Source: an optimization exercise on an open RTL-to-GDS flow (aim: small area). Production flows keep margins and buffers that such runs may drop. For this run, only the layout was checked, not whether the RTL still works. Power is estimated from default activity; no workload was simulated.

### flow/run.sh
#!/bin/bash
# synth_recipe.tcl (not shown) runs the flow's synth.tcl, then flattens the netlist and writes it again
# the make line also repeats each setting of config.mk as NAME=value (left out here)
make -C /OpenROAD-flow-scripts/flow DESIGN_CONFIG=/design/flow/config.mk WORK_HOME=/design/flow/orfs CLKGATE_MAP_FILE= SYNTH_SCRIPT=/design/flow/synth_recipe.tcl finish
### flow/config.mk
export PLATFORM = sky130hd
export DESIGN_NAME = programmable_pulse_generator
export DESIGN_NICKNAME = programmable_pulse_generator
export VERILOG_FILES = /design/flow/design.v
export SDC_FILE = /design/flow/constraint.sdc
export NUM_CORES = 4
export LEC_CHECK = 0
export CAP_MARGIN = 20
export CORE_MARGIN = 2
export CORE_UTILIZATION = 40
export SLEW_MARGIN = 20
### flow/constraint.sdc
create_clock -name core_clock -period 5.5 [get_ports {clk}]
set_input_delay 1.1000 -clock core_clock [delete_from_list [all_inputs] [get_ports {clk}]]
set_output_delay 1.1000 -clock core_clock [all_outputs]
set_load 0.01 [all_outputs]
### flow/design.v
package pulse_gen_pkg;
    localparam int DEFAULT_CNT_W = 16;
    localparam logic [1:0] MODE_ONESHOT = 2'b00;
    localparam logic [1:0] MODE_BURST   = 2'b01;
    localparam logic [1:0] MODE_CONT    = 2'b10;
    localparam logic [1:0] MODE_GATED   = 2'b11;
    function automatic logic [DEFAULT_CNT_W-1:0] dec(input logic [DEFAULT_CNT_W-1:0] v);
        logic b;
        b = 1'b1;
        for (int i = 0; i < DEFAULT_CNT_W; i++) begin
            dec[i] = v[i] ^ b;
            b      = b & ~v[i];
        end
    endfunction
endpackage
module pulse_gen_channel #(
    parameter int CNT_W = pulse_gen_pkg::DEFAULT_CNT_W
) (
    input  logic             clk,
    input  logic             rst,
    input  logic             start,
    input  logic             stop,
    input  logic             gated,
    input  logic             cont,
    input  logic             per_le1,
    input  logic [CNT_W-1:0] load_cnt,
    input  logic [CNT_W-1:0] load_pl,
    input  logic [CNT_W-1:0] wcl,
    input  logic [CNT_W-1:0] lm1,
    output logic             pulse,
    output logic             busy,
    output logic             done
);
    logic             b, h, lch, gact, sl, cq;
    logic [CNT_W-1:0] cnt, hq, lq, pl;
    logic             idle, cnt_hi0, pl_hi0, phase_end, fin, fire, gfire, rise, kill;
    logic             b_n, h_n, lch_n, gact_n;
    assign idle      = ~b & ~lch;
    assign cnt_hi0   = (cnt[CNT_W-1:1] == '0);
    assign pl_hi0    = (pl[CNT_W-1:2] == '0);
    assign phase_end = cnt_hi0 & (cnt[0] == h);
    assign fin       = ~cq & pl_hi0 & ~pl[1];
    assign rise      = start & sl;
    assign fire      = gact ? (pl_hi0 & ~pl[0]) : per_le1;
    assign gfire     = idle & gated & start & fire;
    assign kill      = rst | stop;
    always_comb begin
        if (b) begin
            b_n = ~(h & phase_end & fin);
            h_n = h ? (~phase_end | fin) : phase_end;
        end else if (lch) begin
            b_n = 1'b1;
            h_n = phase_end;
        end else begin
            b_n = gfire;
            h_n = gfire;
        end
    end
    assign lch_n  = idle & ~gated & rise;
    assign gact_n = idle & gated & start & ~fire;
    always_ff @(posedge clk) begin
        if (kill) begin
            b    <= 1'b0;
            h    <= 1'b0;
            lch  <= 1'b0;
            gact <= 1'b0;
        end else begin
            b    <= b_n;
            h    <= h_n;
            lch  <= lch_n;
            gact <= gact_n;
        end
        sl <= ~start & ~rst;
        if (idle) begin
            cnt <= load_cnt;
            hq  <= wcl;
            lq  <= lm1;
            cq  <= cont;
            pl  <= (gated & gact) ? pulse_gen_pkg::dec(pl) : load_pl;
        end else begin
            if (phase_end) cnt <= h ? lq : hq;
            else           cnt <= pulse_gen_pkg::dec(cnt);
            if (h & phase_end) pl <= pulse_gen_pkg::dec(pl);
        end
    end
    assign pulse = b & h;
    assign busy  = b;
    assign done  = ~b & h;
endmodule
module programmable_pulse_generator #(
    parameter int NUM_CH = 4,
    parameter int CNT_W  = pulse_gen_pkg::DEFAULT_CNT_W
) (
    input  logic              clk,
    input  logic              rst,
    input  logic [NUM_CH-1:0] start,
    input  logic [NUM_CH-1:0] stop,
    input  logic [1:0]        mode,
    input  logic [CNT_W-1:0]  delay_cfg,
    input  logic [CNT_W-1:0]  width_cfg,
    input  logic [CNT_W-1:0]  period_cfg,
    input  logic [CNT_W-1:0]  count_cfg,
    output logic [NUM_CH-1:0] pulse,
    output logic [NUM_CH-1:0] busy,
    output logic [NUM_CH-1:0] done
);
    logic             gated, cont, per_le1;
    logic [CNT_W-1:0] wcl, lsum, lm1, load_cnt, load_pl;
    logic [CNT_W:0]   lc;
    assign gated   = (mode == pulse_gen_pkg::MODE_GATED);
    assign cont    = (mode == pulse_gen_pkg::MODE_CONT);
    assign per_le1 = (period_cfg[CNT_W-1:1] == '0);
    assign wcl = {width_cfg[CNT_W-1:1], width_cfg[0] | (width_cfg == '0)};
    assign lc[0] = 1'b0;
    for (genvar k = 0; k < CNT_W; k++) begin : g_l
        assign lsum[k] = period_cfg[k] ^ ~wcl[k] ^ lc[k];
        assign lc[k+1] = (period_cfg[k] & ~wcl[k]) | (lc[k] & (period_cfg[k] | ~wcl[k]));
    end
    assign lm1 = lc[CNT_W] ? lsum : '0;
    assign load_cnt = gated ? wcl : delay_cfg;
    assign load_pl  = gated ? period_cfg
                    : ((mode == pulse_gen_pkg::MODE_BURST) ? count_cfg : '0);
    for (genvar i = 0; i < NUM_CH; i++) begin : g_ch
        pulse_gen_channel #(
            .CNT_W(CNT_W)
        ) u_ch (
            .clk      (clk),
            .rst      (rst),
            .start    (start[i]),
            .stop     (stop[i]),
            .gated    (gated),
            .cont     (cont),
            .per_le1  (per_le1),
            .load_cnt (load_cnt),
            .load_pl  (load_pl),
            .wcl      (wcl),
            .lm1      (lm1),
            .pulse    (pulse[i]),
            .busy     (busy[i]),
            .done     (done[i])
        );
    end
endmodule
==> run_results.csv <==
group,metric,value,unit
outcome,status,"complete, but fails checks",
outcome,violatedChecks,"setup timing",
setup_path,criticalPathCategory,"input pin to flip-flop",
setup_path,critPathMaxFanout,8,
detailed_routing,first_iter_violations,758,
power,p_leak,6.91,nW
power,ir_drop,0.229,mV
cts,cts_buffers,28,
setup_path,required,5.80,ns
cts,tritoncts,"done",
synthesis,ys_top_cells_by_area,"edfxtp_1 (41%), dfxtp_1 (12%), ha_1 (9.9%)",
global_route,top_usage_layer,"met2",
cts,cts-root-buf,"clkbuf_16",
timing,slew_headroom,23.8,%
setup_path,cp_common_cell,"fa_2",
detailed_routing,via_per_inst,5.20,
synthesis,synth_top_cell_by_area,"edfxtp_1",
timing,slew_viol_final,0,
detailed_routing,route.detailed.drc,0,
floorplanning,core_region_area,35300,um^2
min_path,min_path_type,"flip-flop to flip-flop",
finish,final_area,16800,um^2
synthesis,ys_seq_area_share,53.1,%
timing,rsz0062_at_grt,"true",
detailed_routing,routedWlPerCell,20.6,um
placement,dpl_cell_area,15800,um^2
timing,tightest_slew,1.13,ns
floorplanning,start_util,40.3,%
global_route,grt_util_met1,30.6,%
synthesis,yosysUniqueCellTypes,49,
finish,final_layout_size_suffix_gt1_share,18.4,%
timing,max_freq,136,MHz
synthesis,netlist_instances,1225,
synthesis,synth_top_cell_area_share,41.3,%
synthesis,synth_seq_cells,280,
global_route,track_usage,20.3,%
finish,area_growth,17.8,%
placement,hpwl,26.6,mm
synthesis,async_flop_share,0,%
timing,fin_setup_tns,-116.32,ns
floorplanning,num_rows,69,
cts,clockBufferDepth,3,
detailed_routing,vias,9366,
detailed_routing,dr.pass1.iters,5,
timing,finalCriticalPeriod,7.34,ns
floorplanning,die_w,193,um
detailed_routing,drt-total-wl,37.1,mm
run,maxCapViolations,0,
cts,htreeDepth,1,
setup_path,cpMaxStageDelayCell,"fa_2",
detailed_routing,drtAntennaViolNets,0,
timing,hold_viol_final,0,
timing,setup_slack,-1.84,ns
setup_path,crit_arrival,7.64,ns
power,finalPower,5.14,mW
timing,finalSetupViolCount,64,
cts,ctsHoldBuffers,0,
setup_path,crit_chain,"buf_2 > nor4_4 > a41oi_4 > ha_2 > fa_2 > fa_2 > fa_2 > fa_2 > fa_2 > fa_2 > fa_2 > fa_2 > fa_2 > fa_2 > fa_2 > fa_2 > fa_2 > inv_2 > fa_2 > inv_2 > fa_2 > buf_8 > and2_1",
global_route,grt_pass1_wl,56.0,mm
placement,io_buffers,87,
timing,worst_hold_slack,0.417,ns
floorplanning,die_y,193,um
synthesis,synthTopCellsByCount,"edfxtp_1 (196), inv_1 (142), o21ai_0 (127)",
finish,fill_cells,3132,
cts,path_clk_slew,0.06,ns
synthesis,synth_most_common_cell,"edfxtp_1",
setup_path,slowest_delay,0.41,ns
timing,finalCritPeriodShare,133,%
finish,antenna_cells,0,
global_route,grt_pass1_vias,9210,
global_route,use_met2,31.6,%
global_route,grt_max_degree,68,
cts,clk_latency,0.56,ns
floorplanning,io_pins,88,
global_route,met3_usage,2.44,%
placement,place_ws,-2.95,ns
setup_path,critPathCaptureType,"flip-flop",
placement,place.gp.congestion,0.838,
synthesis,synth-main-ff-cell,"edfxtp_1",
global_route,grt_overflow,0,
global_route,antenna_found_initial,1,
floorplanning,die_area,37100,um^2
finish,layout.nets,1521,
synthesis,syn_area,14200,um^2
synthesis,avgSynthCellArea,11.6,um^2
power,powerDensity,307,nW/um^2
cts,clkSinkCount,280,
synthesis,synth.net_count,1429,
synthesis,yosys_warnings,1,
synthesis,synth-edff-count,196,
setup_path,start_kind,"input pin",
timing,clock_skew,0.0234,ns
timing repair:
action                                  in CTS  in global routing
gates resized for setup                     66                 21
pin swaps                                    7                  1
endpoints found under the setup margin      64                 64
hold endpoints to repair                     0                  0
setup buffers                                3                  0
final timing paths:
path / depth (start not counted) / from / to / slack, ns
worst max register to register: 17 / g_ch[0].u_ch.cnt[0] / g_ch[0].u_ch.cnt[14] / 1.68
worst max-delay path: 23 / width_cfg[7] / g_ch[0].u_ch.lq[5] / -1.84
worst min-delay path: 2 / g_ch[0].u_ch.sl / g_ch[0].u_ch.lch / 0.42
worst min register to register: 2 / g_ch[0].u_ch.sl / g_ch[0].u_ch.lch / 0.42
sequential cells by signal, summed over array words and instances (netlist names):
name and flops:
g_ch.u_ch.b 4, g_ch.u_ch.cnt 64, g_ch.u_ch.cq 4, g_ch.u_ch.gact 4, g_ch.u_ch.h 4, g_ch.u_ch.hq 64
g_ch.u_ch.lch 4, g_ch.u_ch.lq 64, g_ch.u_ch.pl 64, g_ch.u_ch.sl 4
kinds of logic (layout without fill, tap and decap cells):
| family | count (synthesis) | after routing | synth area share [%] |
|---|---|---|---|
| DFF | 280 | 280 | 53.1 |
| and+or+nand+nor | 268 | 268 | 9.41 |
| muxes | 151 | 151 | 11.3 |
| AOI/OAI and AO/OA | 174 | 174 | 6.96 |
| xor gates and xnor gates | 12 | 12 | 0.738 |
| adders and majority gates | 128 | 128 | 12.0 |
| buffers and inverters | 212 | 326 | 6.45 |
placed cells by master, fill, tap and decap left out, drive strengths merged, types with 3 or more instances in the layout:
| cell type | instances |
|---|---|
| edfxtp | 196 |
| inv | 142 |
| o21ai | 134 |
| ha | 113 |
| nand2 | 91 |
| dfxtp | 84 |
| mux2 | 79 |
| mux2i | 72 |
| clkdlybuf4s50 | 71 |
| nand3 | 59 |
| buf | 57 |
| clkbuf | 39 |
| nor2 | 31 |
| nor4 | 31 |
| and2 | 20 |
| fa | 15 |
| a21oi | 13 |
| clkinv | 13 |
| nor3 | 9 |
| xor2 | 8 |
| nor2b | 6 |
| nand4 | 5 |
| or4 | 5 |
| xnor2 | 4 |
| o22ai | 4 |
| and4 | 4 |
| a311oi | 4 |
| a21o | 4 |
| or2 | 4 |
| o31ai | 3 |
| bufinv | 3 |
per-stage QoR:
| step | utilization (%) | std cells |
|---|---|---|
| floorplan | - | 1225 |
| global placement | 44.8 | 1747 |
| detailed placement | 44.8 | 1747 |
| CTS | 47.6 | 1801 |
| global route | 47.5 | 1800 |
| finish | 47.5 | 1800 |
area by class of cell:
cell class / count / area, um^2 / share of cell area (%)
Clock buffer: 35 / 777 / 4.63
Timing Repair Buffer: 132 / 1180 / 7.05
Sequential cell: 280 / 7570 / 45.1
Clock inverter: 17 / 168 / 0.999
Multi-Input combinational cell: 733 / 5970 / 35.6
Tap cell: 461 / 577 / 3.44
Inverter: 142 / 533 / 3.18
layer usage:
metal	wire length [um]	up-vias
met5	0	-
met4	446	0
met3	2130	33
met2	16600	248
met1	18000	4551
li1	-	4534
worst max-delay path, delay by kind of cell:
kind | cells | cell delay (ns)
buf+inv | 4 | 0.38
fa+ha+maj | 16 | 5.44
simple gates | 2 | 0.50
compound gates | 1 | 0.20
power by group:
part | switching (mW) | total [mW] | internal (mW) | leakage (nW)
registers | 0.0918 | 2.57 | 2.48 | 2.89
logic | 0.334 | 0.609 | 0.275 | 3.55
clock network | 0.821 | 1.96 | 1.14 | 0.468

-- what the ideal ports hide --
The flow's constraints put no driver on any port. The routed layout listed below was extracted and timed again, unchanged, in two steps. Step 1: set_driving_cell puts a clkbuf_16 on clk and a buf_2 on each other input, an assumption about the parent block. Step 2 also shifts input and output timing later by t, the mid clock arrival at the registers, as if the neighbouring blocks saw the same clock. Three values: no drivers, after step 1, after step 2; two values: the first two.
t (ns): 0.598
slack for setup (ns): -1.838 / -1.812 / -2.410
hold slack, ns: 0.417 / 0.417 / 0.417
clock arrival spread, ns: 0.025 / 0.026
worst register clock-pin slew, ns: 0.07 / 0.07
For this run, drivers alone change the setup slack by +0.026 ns; drivers and shift together by -0.572 ns.
